What follows belongs to an exercise in optimizing a design on an open flow for small area, a short achievable clock period and few clock cycles; a production flow would make more cautious choices.
Only simulation tests tie the RTL to the original design; equivalence was not proved.
Power is estimated from default activity; no workload was simulated.

$ cat config.mk
export PLATFORM = sky130hd
export DESIGN_NAME = systolic_tpu
export DESIGN_NICKNAME = systolic_tpu
export VERILOG_FILES = /design/flow/design.v
export SDC_FILE = /design/flow/constraint.sdc
export NUM_CORES = 4
export LEC_CHECK = 0
export CAP_MARGIN = 20
export CORE_MARGIN = 2
export CORE_UTILIZATION = 40
export SLEW_MARGIN = 20
$ cat constraint.sdc
create_clock -name core_clock -period 7.0 [get_ports {clk}]
set_input_delay 1.4000 -clock core_clock [delete_from_list [all_inputs] [get_ports {clk}]]
set_output_delay 1.4000 -clock core_clock [all_outputs]
set_load 0.01 [all_outputs]
$ cat design.v
package tpu_pkg;
    localparam int ARRAY_DIM = 4;
    localparam int DATA_W = 8;
    localparam int ACC_W  = 32;
    localparam int OPND_WORD_W = ARRAY_DIM * DATA_W;
    localparam int C_WORD_W = ARRAY_DIM * ACC_W;
    localparam int INDEX_W = 16;
    localparam int DIM_W = 8;
    localparam int FLUSH_CYCLES = 7;
    localparam logic [1:0] SEQ_IDLE  = 2'd0;
    localparam logic [1:0] SEQ_FEED  = 2'd1;
    localparam logic [1:0] SEQ_FLUSH = 2'd2;
    localparam logic [1:0] SEQ_WRITE = 2'd3;
endpackage
`timescale 1ns/1ps
import tpu_pkg::*;
module tile_sequencer
(
    input  logic               clk,
    input  logic               rst_n,
    input  logic               start_valid,
    input  logic [DIM_W-1:0]   k_dim,
    input  logic [DIM_W-1:0]   m_dim,
    input  logic [DIM_W-1:0]   n_dim,
    output logic               start_ready,
    output logic [INDEX_W-1:0] a_index,
    output logic [INDEX_W-1:0] b_index,
    output logic               feed,
    output logic               acc_clear,
    output logic [1:0]         col_sel,
    output logic               col_write
);
    logic [1:0]         state;
    logic [DIM_W-1:0]   k_lat;
    logic [DIM_W-1:0]   m_lat;
    logic [DIM_W-3:0]   m_last;
    logic [DIM_W-3:0]   n_last;
    logic [DIM_W-3:0]   mt_cnt;
    logic [DIM_W-3:0]   nt_cnt;
    logic [DIM_W-1:0]   k_cnt;
    logic [DIM_W-1:0]   flush_cnt;
    logic [1:0]         col_cnt;
    logic [INDEX_W-1:0] b_base;
    logic [DIM_W-1:0]   m_dim_m1;
    logic [DIM_W-1:0]   n_dim_m1;
    logic               accept;
    logic               last_k;
    logic               last_flush;
    logic               last_mt;
    logic               last_nt;
    assign accept     = start_valid && start_ready;
    assign m_dim_m1   = m_dim - 1'b1;
    assign n_dim_m1   = n_dim - 1'b1;
    assign last_k     = k_cnt == k_lat - 1'b1;
    assign last_flush = flush_cnt == DIM_W'(FLUSH_CYCLES - 1);
    assign last_mt    = mt_cnt == m_last;
    assign last_nt    = nt_cnt == n_last;
    always_ff @(posedge clk or negedge rst_n) begin
        if (!rst_n) begin
            state     <= SEQ_IDLE;
            k_lat     <= '0;
            m_lat     <= '0;
            m_last    <= '0;
            n_last    <= '0;
            mt_cnt    <= '0;
            nt_cnt    <= '0;
            k_cnt     <= '0;
            flush_cnt <= '0;
            col_cnt   <= '0;
            a_index   <= '0;
            b_index   <= '0;
            b_base    <= '0;
        end else begin
            case (state)
                SEQ_IDLE: begin
                    if (accept) begin
                        k_lat   <= k_dim;
                        m_lat   <= m_dim;
                        m_last  <= m_dim_m1[DIM_W-1:2];
                        n_last  <= n_dim_m1[DIM_W-1:2];
                        mt_cnt  <= '0;
                        nt_cnt  <= '0;
                        k_cnt   <= '0;
                        b_base  <= '0;
                        state   <= SEQ_FEED;
                    end
                end
                SEQ_FEED: begin
                    a_index <= a_index + 1'b1;
                    b_index <= b_index + 1'b1;
                    if (last_k) begin
                        k_cnt <= '0;
                        state <= SEQ_FLUSH;
                    end else begin
                        k_cnt <= k_cnt + 1'b1;
                    end
                end
                SEQ_FLUSH: begin
                    if (last_flush) begin
                        flush_cnt <= '0;
                        state     <= SEQ_WRITE;
                    end else begin
                        flush_cnt <= flush_cnt + 1'b1;
                    end
                end
                SEQ_WRITE: begin
                    col_cnt <= col_cnt + 1'b1;
                    if (col_cnt == 2'd3) begin
                        if (!last_mt) begin
                            mt_cnt  <= mt_cnt + 1'b1;
                            b_index <= b_base;
                            state   <= SEQ_FEED;
                        end else if (!last_nt) begin
                            mt_cnt  <= '0;
                            nt_cnt  <= nt_cnt + 1'b1;
                            a_index <= '0;
                            b_base  <= b_index;
                            state   <= SEQ_FEED;
                        end else begin
                            a_index <= '0;
                            b_index <= '0;
                            state   <= SEQ_IDLE;
                        end
                    end
                end
                default: begin
                    state <= SEQ_IDLE;
                end
            endcase
        end
    end
    assign start_ready = state == SEQ_IDLE;
    assign feed        = state == SEQ_FEED;
    assign acc_clear   = feed && k_cnt == '0;
    assign col_sel     = col_cnt;
    assign col_write   = state == SEQ_WRITE && {mt_cnt, col_cnt} < m_lat;
endmodule
`timescale 1ns/1ps
import tpu_pkg::*;
module operand_skew
(
    input  logic                   clk,
    input  logic                   rst_n,
    input  logic                   feed,
    input  logic [OPND_WORD_W-1:0] a_data,
    input  logic [OPND_WORD_W-1:0] b_data,
    output logic [OPND_WORD_W-1:0] top_lanes,
    output logic [OPND_WORD_W-1:0] left_lanes
);
    for (genvar l = 0; l < ARRAY_DIM; l++) begin : g_lane
        logic [DATA_W-1:0] a_dly [l+1];
        logic [DATA_W-1:0] b_dly [l+1];
        logic [DATA_W-1:0] a_lane;
        logic [DATA_W-1:0] b_lane;
        assign a_lane = feed ? a_data[OPND_WORD_W-1-l*DATA_W -: DATA_W] : '0;
        assign b_lane = feed ? b_data[OPND_WORD_W-1-l*DATA_W -: DATA_W] : '0;
        always_ff @(posedge clk or negedge rst_n) begin
            if (!rst_n) begin
                for (int i = 0; i <= l; i++) begin
                    a_dly[i] <= '0;
                    b_dly[i] <= '0;
                end
            end else begin
                a_dly[0] <= a_lane;
                b_dly[0] <= b_lane;
                for (int i = 1; i <= l; i++) begin
                    a_dly[i] <= a_dly[i-1];
                    b_dly[i] <= b_dly[i-1];
                end
            end
        end
        assign top_lanes[OPND_WORD_W-1-l*DATA_W -: DATA_W]  = a_dly[l];
        assign left_lanes[OPND_WORD_W-1-l*DATA_W -: DATA_W] = b_dly[l];
    end
endmodule
`timescale 1ns/1ps
import tpu_pkg::*;
module mac_pe
(
    input  logic              clk,
    input  logic              rst_n,
    input  logic              clear,
    input  logic [DATA_W-1:0] a_in,
    input  logic [DATA_W-1:0] b_in,
    output logic [DATA_W-1:0] a_out,
    output logic [DATA_W-1:0] b_out,
    output logic [ACC_W-1:0]  acc
);
    logic [2*DATA_W-1:0] product;
    logic [ACC_W-1:0]    acc_base;
    assign product  = a_in * b_in;
    assign acc_base = clear ? '0 : acc;
    always_ff @(posedge clk or negedge rst_n) begin
        if (!rst_n) begin
            a_out <= '0;
            b_out <= '0;
            acc   <= '0;
        end else begin
            a_out <= a_in;
            b_out <= b_in;
            acc   <= acc_base + {{(ACC_W-2*DATA_W){1'b0}}, product};
        end
    end
endmodule
`timescale 1ns/1ps
import tpu_pkg::*;
module result_drain
(
    input  logic                                 clk,
    input  logic                                 rst_n,
    input  logic                                 start_accept,
    input  logic [ARRAY_DIM*ARRAY_DIM*ACC_W-1:0] acc_flat,
    input  logic [1:0]                           col_sel,
    input  logic                                 col_write,
    output logic                                 c_wr_en,
    output logic [INDEX_W-1:0]                   c_index,
    output logic [C_WORD_W-1:0]                  c_data
);
    logic [C_WORD_W-1:0] col_word;
    always_comb begin
        for (int r = 0; r < ARRAY_DIM; r++) begin
            col_word[C_WORD_W-1-r*ACC_W -: ACC_W] =
                acc_flat[(r*ARRAY_DIM + int'(col_sel))*ACC_W +: ACC_W];
        end
    end
    always_ff @(posedge clk or negedge rst_n) begin
        if (!rst_n) begin
            c_wr_en <= 1'b0;
        end else begin
            c_wr_en <= col_write;
        end
    end
    always_ff @(posedge clk) begin
        if (col_write) begin
            c_data <= col_word;
        end
    end
    always_ff @(posedge clk or negedge rst_n) begin
        if (!rst_n) begin
            c_index <= '0;
        end else if (start_accept) begin
            c_index <= '0;
        end else if (c_wr_en) begin
            c_index <= c_index + 1'b1;
        end
    end
endmodule
`timescale 1ns/1ps
import tpu_pkg::*;
module systolic_tpu
(
    input  logic                   clk,
    input  logic                   rst_n,
    input  logic                   start_valid,
    output logic                   start_ready,
    input  logic [DIM_W-1:0]       k_dim,
    input  logic [DIM_W-1:0]       m_dim,
    input  logic [DIM_W-1:0]       n_dim,
    output logic [INDEX_W-1:0]     a_index,
    input  logic [OPND_WORD_W-1:0] a_data,
    output logic [INDEX_W-1:0]     b_index,
    input  logic [OPND_WORD_W-1:0] b_data,
    output logic                   c_wr_en,
    output logic [INDEX_W-1:0]     c_index,
    output logic [C_WORD_W-1:0]    c_data
);
    logic                                 feed;
    logic                                 acc_clear;
    logic [1:0]                           col_sel;
    logic                                 col_write;
    logic                                 start_accept;
    logic [OPND_WORD_W-1:0]               top_lanes;
    logic [OPND_WORD_W-1:0]               left_lanes;
    logic [ARRAY_DIM*ARRAY_DIM*ACC_W-1:0] acc_flat;
    logic [DATA_W-1:0]                    a_link [ARRAY_DIM+1][ARRAY_DIM];
    logic [DATA_W-1:0]                    b_link [ARRAY_DIM][ARRAY_DIM+1];
    assign start_accept = start_valid && start_ready;
    tile_sequencer tile_sequencer_i (
        .clk         (clk),
        .rst_n       (rst_n),
        .start_valid (start_valid),
        .k_dim       (k_dim),
        .m_dim       (m_dim),
        .n_dim       (n_dim),
        .start_ready (start_ready),
        .a_index     (a_index),
        .b_index     (b_index),
        .feed        (feed),
        .acc_clear   (acc_clear),
        .col_sel     (col_sel),
        .col_write   (col_write)
    );
    operand_skew operand_skew_i (
        .clk        (clk),
        .rst_n      (rst_n),
        .feed       (feed),
        .a_data     (a_data),
        .b_data     (b_data),
        .top_lanes  (top_lanes),
        .left_lanes (left_lanes)
    );
    for (genvar i = 0; i < ARRAY_DIM; i++) begin : g_edge
        assign a_link[0][i] = top_lanes[OPND_WORD_W-1-i*DATA_W -: DATA_W];
        assign b_link[i][0] = left_lanes[OPND_WORD_W-1-i*DATA_W -: DATA_W];
    end
    for (genvar r = 0; r < ARRAY_DIM; r++) begin : g_row
        for (genvar c = 0; c < ARRAY_DIM; c++) begin : g_col
            mac_pe mac_pe_i (
                .clk   (clk),
                .rst_n (rst_n),
                .clear (acc_clear),
                .a_in  (a_link[r][c]),
                .b_in  (b_link[r][c]),
                .a_out (a_link[r+1][c]),
                .b_out (b_link[r][c+1]),
                .acc   (acc_flat[(r*ARRAY_DIM+c)*ACC_W +: ACC_W])
            );
        end
    end
    result_drain result_drain_i (
        .clk          (clk),
        .rst_n        (rst_n),
        .start_accept (start_accept),
        .acc_flat     (acc_flat),
        .col_sel      (col_sel),
        .col_write    (col_write),
        .c_wr_en      (c_wr_en),
        .c_index      (c_index),
        .c_data       (c_data)
    );
endmodule
$ cat run.sh
#!/bin/bash
# synth_recipe.tcl (not shown) runs the flow's synth.tcl, then flattens the netlist and writes it again
# the make line also repeats each setting of config.mk as NAME=value (left out here)
make -C /OpenROAD-flow-scripts/flow DESIGN_CONFIG=/design/flow/config.mk WORK_HOME=/design/flow/orfs CLKGATE_MAP_FILE= SYNTH_SCRIPT=/design/flow/synth_recipe.tcl finish
==> summary.txt <==
[state kept, by name (all words and copies together) (netlist names), 80 cells and up]
signal	count
g_row.g_col.mac_pe_i.b_out	96
result_drain_i.c_data	128
g_row.g_col.mac_pe_i.a_out	96
g_row.g_col.mac_pe_i.acc	512
operand_skew_i.g_lane.b_dly	80
operand_skew_i.g_lane.a_dly	80
[metal layers]
layer	track usage, %	vias up	share of wire, %
met5	0	-	0.017
met4	6.75	6	3.2
met3	3.46	343	5.3
met2	35.0	1368	47
met1	29.1	30638	44
li1	-	27416	-
[logic make-up (layout without fill, tap and decap cells)]
kind of cell               count (synthesis)  count (layout)  synth area share [%]
xor gates and xnor gates                 319             319                  3.29
AOI/OAI and AO/OA                        995             995                  7.52
adders and majority gates               1478            1478                  28.9
buffers and inverters                   1497            1928                  6.64
other                                      0               7                     0
DFF                                     1117            1117                  33.7
muxes                                    180             180                  4.02
and+or+nand+nor                         2631            2631                  16.0
[cells in the final DEF (no fill, tap or decap), types with 19 or more instances in the layout]
| master | n |
|---|---|
| inv_1 | 1343 |
| dfrtp_1 | 987 |
| and2_1 | 879 |
| nand2_1 | 862 |
| fa_1 | 800 |
| ha_1 | 677 |
| a21oi_1 | 287 |
| clkdlybuf4s50_1 | 267 |
| nor2_1 | 265 |
| xnor2_1 | 223 |
| o21ai_0 | 222 |
| clkbuf_16 | 153 |
| mux4_2 | 128 |
| edfxtp_1 | 128 |
| nand3_1 | 119 |
| a21o_1 | 101 |
| xor2_1 | 96 |
| nor3_1 | 71 |
| or3_1 | 71 |
| nand4_1 | 70 |
| and3_1 | 66 |
| nand2b_1 | 53 |
| mux2i_1 | 46 |
| a31oi_1 | 45 |
| nor2b_1 | 45 |
| buf_4 | 45 |
| o21a_1 | 44 |
| a211oi_1 | 41 |
| o211ai_1 | 29 |
| o31ai_1 | 27 |
| o21bai_1 | 26 |
| or4_1 | 24 |
| nor4_1 | 24 |
| clkbuf_1 | 23 |
| a22o_1 | 22 |
| and4_1 | 21 |
| clkinv_2 | 19 |
[metrics by stage]
stage               std cells  hold WS, ps  worst slack (ps)  power, mW  instance area [um2]
finish                  11476          340               386       44.8                96100
floorplan                8217          331               580       30.5                84900
CTS                     11469          341               362       45.1                96000
global route            11469          342              25.8       49.6                96100
detailed placement      11208          335               340       37.1                91200
global placement        11208          333               546       36.3                91100
[final cells by class]
cell class	instances	area, um2	area share, %
inverters	1343	5040	5.25
multi-input cells	5603	50700	52.8
well taps	2821	3530	3.67
clock inverters	68	744	0.775
diodes	7	17.5	0.0182
clock buffers	193	4150	4.32
flip-flops and latches	1117	28600	29.8
repair buffers	324	3250	3.38
[cells in the mapped netlist, drive strengths merged, types with 67 or more instances]
master / number / share of area [%]
fa: 800 / 19
nand2: 863 / 3.8
ha: 678 / 10
o21ai: 228 / 1.3
and2: 882 / 6.5
nor3: 71 / 0.42
clkbuf: 118 / 0.52
dfrtp: 989 / 29
nand4: 70 / 0.52
xnor2: 223 / 2.3
and3: 67 / 0.50
a21oi: 287 / 1.7
xor2: 96 / 0.99
a21o: 102 / 0.90
inv: 1343 / 5.9
nor2: 265 / 1.2
or3: 72 / 0.53
mux4: 128 / 3.4
nand3: 119 / 0.70
edfxtp: 128 / 4.5
[worst max-delay path, cell delays in order, from the launching register on]
cell	delay, ps
dfrtp_1	440
inv_1	70
ha_1	190
nor4bb_2	160
buf_4	160
nand2_4	400
buf_12	280
buf_4	300
nand2_1	140
fa_1	550
inv_1	50
fa_1	480
fa_1	540
inv_1	50
fa_1	470
inv_1	40
ha_1	200
a2111oi_0	430
o21ai_0	250
and4_1	300
o21ai_0	550
a211oi_1	190
mux2i_1	140
[worst paths after layout]
kind                                                 startpoint  slack [ps]                              endpoint
setup / recovery                      tile_sequencer_i.k_cnt[0]         390    g_row[2].g_col[0].mac_pe_i.acc[26]
hold / removal             operand_skew_i.g_lane[3].b_dly[1][0]         340  operand_skew_i.g_lane[3].b_dly[2][0]
setup reg to reg                      tile_sequencer_i.k_cnt[0]         390    g_row[2].g_col[0].mac_pe_i.acc[26]
hold reg to reg            operand_skew_i.g_lane[3].b_dly[1][0]         340  operand_skew_i.g_lane[3].b_dly[2][0]
max in group asynchronous                                 rst_n        4820          tile_sequencer_i.a_index[10]
min in group asynchronous                                 rst_n         610     g_row[2].g_col[1].mac_pe_i.acc[6]
[power by group]
part	internal (mW)	switching (mW)	total [mW]	leakage [nW]
Combinational	12.0	15.5	27.5	30.4
Sequential	8.23	1.43	9.66	13.1
Clock	4.54	3.14	7.67	2.39
Total	24.8	20.0	44.8	45.9
==> summary.txt <==
Crit. End Element flip-flop; FF+latch count, synth 1117; antenna violations before repair 19; Slew Viols, Final 0; DR vias 59771; root buffer cell clkbuf_16; Worst Clk Skew 32.6 ps; worst-path maximum fanout 25; CTS Buffer Depth 3; Reg2Reg Depth 22; status no timing/DRC/antenna violations; total die area 216000 um2; die height 465 um; final antenna-violating net count 0; detailed-route vias per instance 5.21; core area 211000 um2; wire per inst 19.6 um; Slew headroom 28.2%; num ports 269; hpwl dp 175 mm; DRT iter0 DRCs 3812; first-pass GRT wire length 363 mm; CTS Sinks 1117; FILL cells 19800; RSZ-0062 raised after global routing false; Post-CTS Setup Inserts 0; Startpoint Class flip-flop; CTS tree yes; gr ovfl total 0; Setup CP Type reg2reg; library cells used by synthesis 87; maximum clock frequency 0.151 GHz; Async SR Flop Fraction 88.5%; GRT Util Overall 21.4%; Port Buffers 268; largest net degree at the start of global routing 158; Final setup viols 0; Tcrit/Tclk final 94.5%; worst vdd ir 0.000262 V; number of core rows 169; Seq/Total Area, Yosys 33.7%; setup TNS 0 ps; Initial Util 40.1%; RD Place Congestion 0.912; total CTS buffers 142; Final Hold Fails 0; Post-Syn Area 84900 um2; worst slew pin tran 1080 ps; Syn Inst Count 8217; Die Wd 465 um; TritonRoute pass-1 iters 6; EDFF count, synth 128; Tightest Hold Check Type reg2reg; PD cells 467 nW/um2; Post-CTS Resized 0; MaxCap Viol Count 0; hold_buf cts 0; Synth Warn # 17; final net count 10100; vias in the first global route 63939; Req. time, crit path 7670 ps; Post-Syn Nets 9786; min Tclk post-route 6610 ps; drt total wl 225 mm; Avg Inst Size Synth 10.3 um2; WHS Path Cells 0; Layout area overhead 13.2%; Lkg Pwr 45.9 nW; fin util 45.4%; CTS H-Tree Depth 4; DR DRC count 0; Top FF cell, synth dfrtp_1; Arr. time, crit path 7280 ps; clock transition at the registers of the reported paths 50 ps; layout cells sized above 1 5.48%; Clock Latency Late Sink 810 ps
Testbench counts, summed over its fixed seeds: cycles 53,325.

static timing again, ports no longer ideal:
In the flow no input, the clock included, has a driving cell. The finished layout below was timed again as built, in two steps.
Step 1, drivers: a clkbuf_16 drives clk and a buf_2 each remaining input, both assumed.
Step 2 also shifts input and output timing later by t, the mid clock arrival at the registers, as if the neighbouring blocks saw the same clock.
Three values: ideal, step 1, step 2; two values: the first two.
shift t [ns]: 0.881
slack for setup (ns): 0.386 / 0.386 / 0.386
slew at the worst register clock pin (ns): 0.07 / 0.07
cell pins on the clock port's net: 1
After both steps setup and hold are still met in this run. For this run, drivers alone change the setup slack by 0.000 ns; drivers and shift together by 0.000 ns.
